This design comes from an exercise in tuning for small area on the open sky130 flow, not from production work.
The RTL was checked by simulation tests, not by an equivalence proof against the original design.
Power figures rest on the tool's default switching activity, not on a simulated workload.

==> flow/design.v (excerpt) <==
module note_lane_engine
#(
  parameter int NUM_LANES  = note_pkg::NUM_LANES_DEF,
  parameter int DEPTH      = note_pkg::DEPTH_DEF,
  parameter int SPEED      = note_pkg::SPEED_DEF,
  parameter int HIT_Y      = note_pkg::HIT_Y_DEF,
  parameter int HIT_WIN    = note_pkg::HIT_WIN_DEF,
  parameter int NOTE_H     = note_pkg::NOTE_H_DEF,
  parameter int NOTE_W     = note_pkg::NOTE_W_DEF,
  parameter int LANE_X0    = note_pkg::LANE_X0_DEF,
  parameter int LANE_PITCH = note_pkg::LANE_PITCH_DEF
) (
  input  logic                         Clk,
  input  logic                         Reset_n,
  input  logic                         frame_clk,
  input  logic                         spawn_valid,
  input  logic [$clog2(NUM_LANES)-1:0] spawn_lane,
  output logic                         spawn_ready,
  input  logic [NUM_LANES-1:0]         lane_press,
  input  logic [9:0]                   DrawX,
  input  logic [9:0]                   DrawY,
  output logic [NUM_LANES-1:0]         is_note,
  output logic [NUM_LANES-1:0]         hit_pulse,
  output logic [NUM_LANES-1:0]         miss_pulse,
  output logic [15:0]                  score,
  output logic [7:0]                   combo
);
  localparam int PW   = $clog2(DEPTH);
  localparam int SPAN = NOTE_H / SPEED;
  logic [1:0]           frame_sync_r;
  logic                 frame_prev_r;
  logic [NUM_LANES-1:0] press_d_r;
  logic [NUM_LANES-1:0] press_prev_r;
  logic [NUM_LANES-1:0] pending_r;
  logic [NUM_LANES-1:0] hit_pulse_r;
  logic [NUM_LANES-1:0] miss_pulse_r;
  logic [15:0]          score_r;
  logic [7:0]           combo_r;
  logic [6:0]           t_r;
  logic                 tick_s;
  logic [NUM_LANES-1:0] rise_s;
  logic [NUM_LANES-1:0] grant_s;
  logic [NUM_LANES-1:0] hit_s;
  logic                 ghost_s;
  logic                 found_s;
  logic [NUM_LANES-1:0] spawn_en_s;
  logic [NUM_LANES-1:0] full_s;
  logic [NUM_LANES-1:0] in_win_s;
  logic [NUM_LANES-1:0] miss_s;
  logic [15:0]          score_nxt_s;
  logic [7:0]           combo_nxt_s;
  logic                 sel_s;
  logic [6:0]           t_next_s;
  logic [7*DEPTH-1:0]   stamps_s [NUM_LANES];
  logic [PW:0]          head_s   [NUM_LANES];
  logic [PW:0]          tail_s   [NUM_LANES];
  ...
export LEC_CHECK = 0
export CAP_MARGIN = 20
export CORE_MARGIN = 2
export CORE_UTILIZATION = 40
export SLEW_MARGIN = 20
create_clock -name core_clock -period 10.0 [get_ports {Clk}]
standard.sh (not shown) runs the stock make flow with config.mk's settings and CLKGATE_MAP_FILE= SYNTH_SCRIPT=/design/flow/synth_recipe.tcl, a recipe that flattens the netlist after the stock synthesis.
==> flow/flow/run.sh <==
#!/bin/bash
# Own layout flow: the standard flow (standard synthesis unchanged) with
# a leaner clock tree and port buffers.
#   - clock tree: clkbuf_8 leaves over larger sink clusters, no dummy loads
#   - port buffers: the smallest buffer; repair_design upsizes where needed
# Each tool's full output goes to ORFS's own logs under orfs/logs; make's
# output goes to standard.log here.
set -euo pipefail
export CTS_ARGS="-sink_clustering_enable -repair_clock_nets -dont_use_dummy_load -buf_list sky130_fd_sc_hd__clkbuf_8 -sink_clustering_size 20 -sink_clustering_max_diameter 60"
export BUFFER_PORTS_ARGS="-buffer_cell sky130_fd_sc_hd__buf_1"
bash standard.sh > standard.log 2>&1
Rerun with:
==> flow/flow/run.sh (replaced) <==
#!/bin/bash
# Own layout flow: the standard flow with three changes.
#   - synthesis: the same ORFS synthesis script (same registers and names),
#     but ABC maps for area (flow/abc_area.script) instead of for speed, and
#     adders are not given the Kogge-Stone carry map
#   - clock tree: larger sink clusters, no dummy loads
#   - port buffers: the smallest buffer; repair_design upsizes where needed
# Each tool's full output goes to ORFS's own logs under orfs/logs; make's
# output goes to standard.log here.
set -euo pipefail
W=$PWD
# synthesis script: synth_recipe.tcl with abc's script swapped
{
  echo 'proc abc {args} {'
  echo '  set i [lsearch $args -script]'
  echo "  lset args [expr {\$i + 1}] $W/flow/abc_area.script"
  echo '  yosys abc {*}$args'
  echo '}'
  cat synth_recipe.tcl
} > synth_area.tcl
sed "s#SYNTH_SCRIPT=[^ ]*#SYNTH_SCRIPT=$W/synth_area.tcl#" standard.sh > standard_area.sh
grep -q "SYNTH_SCRIPT=$W/synth_area.tcl" standard_area.sh
export SYNTH_OPERATIONS_ARGS="-nordff"
export CTS_ARGS="-sink_clustering_enable -repair_clock_nets -dont_use_dummy_load -buf_list sky130_fd_sc_hd__clkbuf_8 -sink_clustering_size 16 -sink_clustering_max_diameter 50"
export BUFFER_PORTS_ARGS="-buffer_cell sky130_fd_sc_hd__buf_1"
bash standard_area.sh > standard.log 2>&1
==> flow/flow/abc_area.script (new file) <==
&get -n
&st
&dch
&nf
&st
&syn2
&dch
&nf
&st
&dch -f
&nf -a
&put
Settings changed: CORE_UTILIZATION 40 to 60.
The new run went through all stages and came out clean.
Sequential cell count does not change.
Synthesized cell count went down by 9.9%.
Design area decreases by 3.3%.
Die area decreases by 36%.
Rerun with:
==> flow/run.sh (new file) <==
#!/bin/bash
# synth_recipe.tcl (not shown) runs the flow's synth.tcl, then flattens the netlist and writes it again
# the make line also repeats each setting of config.mk as NAME=value (left out here)
make -C /OpenROAD-flow-scripts/flow DESIGN_CONFIG=/design/flow/config.mk WORK_HOME=/design/flow/orfs CLKGATE_MAP_FILE= SYNTH_SCRIPT=/design/flow/synth_recipe.tcl finish
Settings changed: CORE_UTILIZATION 60 to 40.
removed: flow/flow/run.sh
removed: flow/flow/abc_area.script
removed: flow/standard.sh
What happened: Area after synthesis climbs by a few percent; setup slack gets worse by 0.14 ns; die area climbs by well over a third; core utilization shrinks by 20 points; global-route usage goes down by 15 points; final area is higher by roughly a tenth; non-clock buffer count went down by 12; combinational power went up by roughly a tenth; via count went up by a few percent.
Rerun with:
==> flow/flow/run.sh (new file) <==
#!/bin/bash
# Own layout flow: the standard flow with three changes.
#   - synthesis: the same ORFS synthesis script (same registers and names),
#     but ABC maps for area (flow/abc_area.script) instead of for speed, and
#     adders are not given the Kogge-Stone carry map
#   - clock tree: larger sink clusters, no dummy loads
#   - port buffers: the smallest buffer; repair_design upsizes where needed
# Each tool's full output goes to ORFS's own logs under orfs/logs; make's
# output goes to standard.log here.
set -euo pipefail
W=$PWD
# synthesis script: synth_recipe.tcl with abc's script swapped
{
  echo 'proc abc {args} {'
  echo '  set i [lsearch $args -script]'
  echo "  lset args [expr {\$i + 1}] $W/flow/abc_area.script"
  echo '  yosys abc {*}$args'
  echo '}'
  cat synth_recipe.tcl
} > synth_area.tcl
sed "s#SYNTH_SCRIPT=[^ ]*#SYNTH_SCRIPT=$W/synth_area.tcl#" standard.sh > standard_area.sh
grep -q "SYNTH_SCRIPT=$W/synth_area.tcl" standard_area.sh
export SYNTH_OPERATIONS_ARGS="-nordff"
export CTS_ARGS="-sink_clustering_enable -repair_clock_nets -dont_use_dummy_load -buf_list sky130_fd_sc_hd__clkbuf_4 -sink_clustering_size 10 -sink_clustering_max_diameter 40"
export BUFFER_PORTS_ARGS="-buffer_cell sky130_fd_sc_hd__buf_1"
bash standard_area.sh > standard.log 2>&1
==> flow/flow/abc_area.script (new file) <==
&get -n
&st
&dch
&nf
&st
&syn2
&dch
&nf
&st
&dch -f
&nf -a
&put
==> flow/standard.sh (new file) <==
#!/bin/bash
# synth_recipe.tcl (not shown) runs the flow's synth.tcl, then flattens the netlist and writes it again
# the make line also repeats each setting of config.mk as NAME=value (left out here)
make -C /OpenROAD-flow-scripts/flow DESIGN_CONFIG=/design/flow/config.mk WORK_HOME=/design/flow/orfs CLKGATE_MAP_FILE= SYNTH_SCRIPT=/design/flow/synth_recipe.tcl "${@:-finish}"
Settings changed: CORE_UTILIZATION 40 to 60.
removed: flow/run.sh
Result: Final cell count goes down by about a fifth; die area goes down by a quarter to a third; combinational power goes down by roughly a tenth; sequential share of layout area goes up by 4.8 points; synthesized area goes down by a few percent.


note_lane_engine again, from the RTL that the note above started with.
==> flow/config.mk <==
export PLATFORM = sky130hd
export DESIGN_NAME = note_lane_engine
export DESIGN_NICKNAME = note_lane_engine
export VERILOG_FILES = /design/flow/design.v
export SDC_FILE = /design/flow/constraint.sdc
export NUM_CORES = 4
export LEC_CHECK = 0
export CAP_MARGIN = 20
export CORE_MARGIN = 2
export CORE_UTILIZATION = 60
export SLEW_MARGIN = 20
==> flow/constraint.sdc <==
create_clock -name core_clock -period 10.0 [get_ports {Clk}]
set_input_delay 2.0000 -clock core_clock [delete_from_list [all_inputs] [get_ports {Clk}]]
set_output_delay 2.0000 -clock core_clock [all_outputs]
set_load 0.01 [all_outputs]
==> flow/flow/run.sh <==
#!/bin/bash
# Own layout flow: the standard flow (standard synthesis unchanged) with
# a leaner clock tree and port buffers.
#   - clock tree: clkbuf_16 leaves over larger sink clusters, no dummy loads
#   - port buffers: the smallest buffer; repair_design upsizes where needed
# Each tool's full output goes to ORFS's own logs under orfs/logs; make's
# output goes to standard.log here.
set -euo pipefail
export CTS_ARGS="-sink_clustering_enable -repair_clock_nets -dont_use_dummy_load -buf_list sky130_fd_sc_hd__clkbuf_16 -sink_clustering_size 20 -sink_clustering_max_diameter 50"
export BUFFER_PORTS_ARGS="-buffer_cell sky130_fd_sc_hd__buf_1"
bash standard.sh > standard.log 2>&1
Edit:
==> flow/flow/run.sh (replaced) <==
#!/bin/bash
# Own layout flow: the standard flow (standard synthesis unchanged) with
# a leaner clock tree and port buffers.
#   - clock tree: clkbuf_8 leaves over larger sink clusters, no dummy loads
#   - port buffers: the smallest buffer; repair_design upsizes where needed
# Each tool's full output goes to ORFS's own logs under orfs/logs; make's
# output goes to standard.log here.
set -euo pipefail
export CTS_ARGS="-sink_clustering_enable -repair_clock_nets -dont_use_dummy_load -buf_list sky130_fd_sc_hd__clkbuf_8 -sink_clustering_size 12 -sink_clustering_max_diameter 40"
export BUFFER_PORTS_ARGS="-buffer_cell sky130_fd_sc_hd__buf_1"
bash standard.sh > standard.log 2>&1
- clock-buffer cell count is higher by 13
- synthesized cell count does not change
- flip-flop and latch count stays the same
- power went down by a few percent
- wire length hardly moves
- utilization shrinks by 0.76 points
- cell area is lower slightly


note_lane_engine again, from the RTL that the note above started with.
Settings: LEC_CHECK=0, CAP_MARGIN=20, CORE_MARGIN=2, CORE_UTILIZATION=60, SLEW_MARGIN=20; clock period 10.0 ns.
==> flow/flow/run.sh <==
#!/bin/bash
# Own layout flow: the standard flow (standard synthesis unchanged) with
# a leaner clock tree and port buffers.
#   - clock tree: clkbuf_16 leaves over larger sink clusters, no dummy loads
#   - port buffers: the smallest buffer; repair_design upsizes where needed
# Each tool's full output goes to ORFS's own logs under orfs/logs; make's
# output goes to standard.log here.
set -euo pipefail
export CTS_ARGS="-sink_clustering_enable -repair_clock_nets -dont_use_dummy_load -buf_list sky130_fd_sc_hd__clkbuf_16 -sink_clustering_size 30 -sink_clustering_max_diameter 100"
export BUFFER_PORTS_ARGS="-buffer_cell sky130_fd_sc_hd__buf_1"
bash standard.sh > standard.log 2>&1
Change:
==> flow/flow/run.sh (replaced) <==
#!/bin/bash
# Own layout flow: the standard flow with three changes.
#   - synthesis: the same ORFS synthesis script (same registers and names),
#     but ABC maps for area (flow/abc_area.script) instead of for speed, and
#     adders are not given the Kogge-Stone carry map
#   - clock tree: larger sink clusters, no dummy loads
#   - port buffers: the smallest buffer; repair_design upsizes where needed
# Each tool's full output goes to ORFS's own logs under orfs/logs; make's
# output goes to standard.log here.
set -euo pipefail
W=$PWD
# synthesis script: synth_recipe.tcl with abc's script swapped
{
  echo 'proc abc {args} {'
  echo '  set i [lsearch $args -script]'
  echo "  lset args [expr {\$i + 1}] $W/flow/abc_area.script"
  echo '  yosys abc {*}$args'
  echo '}'
  cat synth_recipe.tcl
} > synth_area.tcl
sed "s#SYNTH_SCRIPT=[^ ]*#SYNTH_SCRIPT=$W/synth_area.tcl#" standard.sh > standard_area.sh
grep -q "SYNTH_SCRIPT=$W/synth_area.tcl" standard_area.sh
export SYNTH_OPERATIONS_ARGS="-nordff"
export CTS_ARGS="-sink_clustering_enable -repair_clock_nets -dont_use_dummy_load -buf_list sky130_fd_sc_hd__clkbuf_16 -sink_clustering_size 20 -sink_clustering_max_diameter 50"
export BUFFER_PORTS_ARGS="-buffer_cell sky130_fd_sc_hd__buf_1"
bash standard_area.sh > standard.log 2>&1
==> flow/flow/abc_area.script (new file) <==
&get -n
&st
&dch
&nf
&st
&syn2
&dch
&nf
&st
&dch -f
&nf -a
&put
What happened:
- worst setup slack got worse by 0.36 ns
- power grows by 2.2%
- wire length grows by 5.5%
- maximum frequency shrinks by 4.2%
- clock skew grows by 0.0071 ns


note_lane_engine, a different RTL version from the one above (not shown whole).
Size in the first run: ~72 I/O pins, ~0.019 sq mm of cells after synthesis.
Settings: LEC_CHECK=0, CAP_MARGIN=20, CORE_MARGIN=2, CORE_UTILIZATION=75, SLEW_MARGIN=20; clock period 10.0 ns.
==> flow/flow/run.sh <==
#!/bin/bash
# Own layout flow: the standard flow with three changes.
#   - synthesis: the same ORFS synthesis script (same registers and names),
#     but ABC maps for area (flow/abc_area.script) instead of for speed, and
#     adders are not given the Kogge-Stone carry map
#   - clock tree: clkbuf_4 leaves over small sink clusters, no dummy loads
#   - port buffers: the smallest buffer; repair_design upsizes where needed
# Each tool's full output goes to ORFS's own logs under orfs/logs; make's
# output goes to standard.log here.
set -euo pipefail
W=$PWD
# synthesis script: synth_recipe.tcl with abc's script swapped
{
  echo 'proc abc {args} {'
  echo '  set i [lsearch $args -script]'
  echo "  lset args [expr {\$i + 1}] $W/flow/abc_area.script"
  echo '  yosys abc {*}$args'
  echo '}'
  cat synth_recipe.tcl
} > synth_area.tcl
sed "s#SYNTH_SCRIPT=[^ ]*#SYNTH_SCRIPT=$W/synth_area.tcl#" standard.sh > standard_area.sh
grep -q "SYNTH_SCRIPT=$W/synth_area.tcl" standard_area.sh
export SYNTH_OPERATIONS_ARGS="-nordff"
export CTS_ARGS="-sink_clustering_enable -repair_clock_nets -dont_use_dummy_load -buf_list sky130_fd_sc_hd__clkbuf_4 -sink_clustering_size 7 -sink_clustering_max_diameter 35"
export BUFFER_PORTS_ARGS="-buffer_cell sky130_fd_sc_hd__buf_1"
bash standard_area.sh > standard.log 2>&1
==> flow/flow/abc_area.script <==
&get -n
&st
&dch
&nf
&st
&syn2
&dch
&nf
&st
&dch -f
&nf -a
&put
==> next run, changes <==
Settings changed: CAP_MARGIN 20 to 5, CORE_UTILIZATION 75 to 60, SLEW_MARGIN 20 to 5.
After rerunning: Setup slack improves by 0.18 ns; clock-buffer cell count is higher by 13; core utilization is lower by 16 points.
==> next run, changes <==
Settings changed: CAP_MARGIN 5 to 20, SLEW_MARGIN 5 to 20.
=> The new run produced a clean layout; maximum frequency rises by 0.57%; wire length rises by 0.35%; core utilization rises by 0.11 points; via count is about the same; setup slack improved by 0.051 ns; final area hardly moves; sequential share of layout area is about the same; count of clock-buffer cells in the layout does not change; non-clock buffer count rises by 2; combinational power stays flat; worst hold slack barely changes.

==> what the ideal ports hide <==
How much do the figures lean on ideal ports? The routed layouts below were timed once more, with nothing changed but the port constraints. Step 1 (the two cells are an assumption about what drives the block):
set clk [get_ports {Clk}]
set_driving_cell -lib_cell sky130_fd_sc_hd__clkbuf_16 $clk
set_driving_cell -lib_cell sky130_fd_sc_hd__buf_2 [delete_from_list [all_inputs] $clk]
Step 2, shift: input delay + t, output delay - t, t = (earliest + latest rising clock arrival at the registers) / 2. This alone moves slack from input paths to output paths. a / b / c = ideal ports / drivers / drivers and shift; a / b = the first two.
run	t (ns)	setup slack, ns	worst register clock-pin slew, ns
the first run of note 1	0.650	1.950 / 1.914 / 1.914	0.12 / 0.12
the second run of note 1	0.663	1.482 / 1.456 / 1.456	0.10 / 0.10
the third run of note 1	0.637	1.346 / 1.312 / 1.312	0.07 / 0.07
the fourth run of note 1	0.774	1.552 / 1.528 / 1.528	0.11 / 0.11
the first run of note 2	0.583	1.909 / 1.886 / 1.886	0.08 / 0.08
the second run of note 2	0.673	1.849 / 1.826 / 1.826	0.09 / 0.09
the first run of note 3	0.568	1.867 / 1.844 / 1.844	0.12 / 0.12
the second run of note 3	0.596	1.510 / 1.483 / 1.483	0.08 / 0.08
the first run of note 4	0.780	0.893 / 0.869 / 0.869	0.09 / 0.09
the second run of note 4	0.808	1.074 / 1.050 / 1.050	0.09 / 0.09
the third run of note 4	0.808	1.125 / 1.100 / 1.100	0.10 / 0.10
After both steps every run listed still meets setup and hold. The setup slack of the first run of note 1, which loses most, moves by -0.036 ns with the drivers and by -0.036 ns with both steps.
